This design comes from an exercise in tuning for small area and a short achievable clock period on the open sky130 flow, not from production work. Power figures rest on the tool's default switching activity, not on a simulated workload.

Design dma_rx_unpacker, start of the top module:
module dma_rx_unpacker #(
  parameter int          FIFO_DEPTH = 16,
  parameter logic [15:0] HDR_MAGIC  = dma_pkg::DMA_HDR_MAGIC,
  localparam int         LVL_W      = $clog2(FIFO_DEPTH) + 1
) (
  input  logic                  clk,
  input  logic                  reset_n,
  input  logic [dma_pkg::DMA_BEAT_W-1:0] dma_read_data,
  input  logic                  dma_read_valid,
  output logic [dma_pkg::DMA_WORD_W-1:0] out_data,
  output logic                  out_valid,
  input  logic                  out_ready,
  output logic                  out_last,
  output logic [LVL_W-1:0]      fifo_level,
  output logic                  overflow,
  input  logic                  ovf_clr,
  output logic                  frame_err,
  output logic [31:0]           frame_cnt,
  output logic [31:0]           drop_cnt
);
Size: about 7,200 cells after synthesis, about 83,000 um^2 of cells after synthesis.
clock: 5.5 ns
lec_check: 0
cap_margin: 20
core_margin: 2
core_utilization: 40
cts_cluster_diameter: 80
cts_cluster_size: 25
setup_slack_margin: 3.0
slew_margin: 20
run.sh (not shown) runs the stock make flow with config.mk's settings and CLKGATE_MAP_FILE= SYNTH_SCRIPT=/design/flow/synth_recipe.tcl, a recipe that flattens the netlist after the stock synthesis.
Then changed:
--- a/flow/config.mk
+++ b/flow/config.mk
@@ -11,4 +11,4 @@
 export CTS_CLUSTER_DIAMETER = 80
 export CTS_CLUSTER_SIZE = 25
-export SETUP_SLACK_MARGIN = 3.0
+export SETUP_SLACK_MARGIN = 3.05
 export SLEW_MARGIN = 20
=>
- design area grows by 0.90%
- register-to-register slack degrades by 0.02 ns
- worst setup slack improves by 0.017 ns
- cell count grows by 0.69%
- total power grows by about 0.6%
- global-route usage shrinks by 0.15 points
- fmax grows by about 0.65%
- non-clock buffer count grows by 35
- via count grows by about 1%
- combinational power hardly moves
Then changed:
--- a/flow/config.mk
+++ b/flow/config.mk
@@ -11,4 +11,4 @@
 export CTS_CLUSTER_DIAMETER = 80
 export CTS_CLUSTER_SIZE = 25
-export SETUP_SLACK_MARGIN = 3.05
+export SETUP_SLACK_MARGIN = 3.1
 export SLEW_MARGIN = 20
After rerunning: Flip-flop and latch count stays the same. Worst setup slack improved by 0.020 ns. Maximum frequency rose by 0.77%. Die area stays the same. Final area grows by 0.51%. Global-route usage increases by 0.48 points.
No functional check of the RTL was part of any run of this note.


## P
Another version of the RTL of dma_rx_unpacker (not shown whole).
Size: roughly 4500 cells after synthesis, ~2300 flip-flops, roughly 240 I/O pins, ~0.083 mm² of cells after synthesis.
clock: 5.5 ns
lec_check: 0
cap_margin: 20
core_margin: 2
core_utilization: 40
cts_cluster_diameter: 80
cts_cluster_size: 25
setup_slack_margin: 3.05
slew_margin: 20
P: done, clean on timing, DRC and antenna
Inputs modified between P and Q:
# P
export LEC_CHECK = 0
export CAP_MARGIN = 20
export CORE_MARGIN = 2
export CORE_UTILIZATION = 40
export CTS_CLUSTER_DIAMETER = 80
export CTS_CLUSTER_SIZE = 25
export SETUP_SLACK_MARGIN = 3.05
export SLEW_MARGIN = 20
create_clock -name core_clock -period 5.5 [get_ports {clk}]
# Q
export LEC_CHECK = 0
export CAP_MARGIN = 20
export CORE_MARGIN = 2
export CORE_UTILIZATION = 40
export CTS_CLUSTER_DIAMETER = 80
export CTS_CLUSTER_SIZE = 25
export SETUP_SLACK_MARGIN = 3.15
export SLEW_MARGIN = 20
create_clock -name core_clock -period 5.5 [get_ports {clk}]
==> comparison <==
- The final antenna diode count in Q sits 2 above the value recorded for P.
- Compared with P, in Q wire length on met2 decreased by 500 µm relative to the old numbers, final standard cell count with taps included and fillers excluded moved up.
- Compared with P, Q shows worst hold slack after final layout higher by 0.14 ns.
- Q: post-detailed-routing wire length is 5.3 mm higher than what P reported.
- On global-route track usage on met3, the higher figure sits with Q, not P.
- Cmp Q and P / total area of multi-input combinational cells / higher: Q
- Between Q and P, it is Q whose clock share of power is lower, by 0.2 points.
- Setup slack: Q vs P up 0.019 ns
- Timing startpoint of the critical path = rd_oh[15]$_DFFE_PN0N_: P; timing startpoint of the critical path = rd_oh[10]$_DFFE_PN0N_: Q
Function was not checked in any run of this note: the RTL went through the layout flow alone.

==> separate check: timing with driven ports <==
How much do the figures lean on ideal ports? The routed layouts below were timed once more, with nothing changed but the port constraints. Step 1: set_driving_cell puts a clkbuf_16 on clk and a buf_2 on each other input, an assumption about the parent block. Step 2 times the ports against the registers' clock, not the clock port: input delays grow and output delays shrink by t, the midpoint of the rising clock arrivals with the driver on. a / b / c = no drivers / after step 1 / after step 2; a / b = the first two.
run | shift t [ns] | slack for setup (ns) | worst setup path after step 2 | worst register clock-pin slew, ns
the first run of note 1 | 0.915 | 2.906 / 2.834 / 2.025 | input to register | 0.11 / 0.11
the second run of note 1 | 0.917 | 2.923 / 2.862 / 2.115 | input to register | 0.11 / 0.11
the third run of note 1 | 0.931 | 2.942 / 2.845 / 2.049 | input to register | 0.11 / 0.11
P | 0.859 | 2.911 / 2.881 / 2.193 | input to register | 0.11 / 0.11
Q | 0.866 | 2.930 / 2.884 / 2.233 | input to register | 0.11 / 0.11
After both steps every run listed still meets setup and hold. The setup slack of the third run of note 1, which loses most, moves by -0.097 ns with the drivers and by -0.893 ns with both steps.
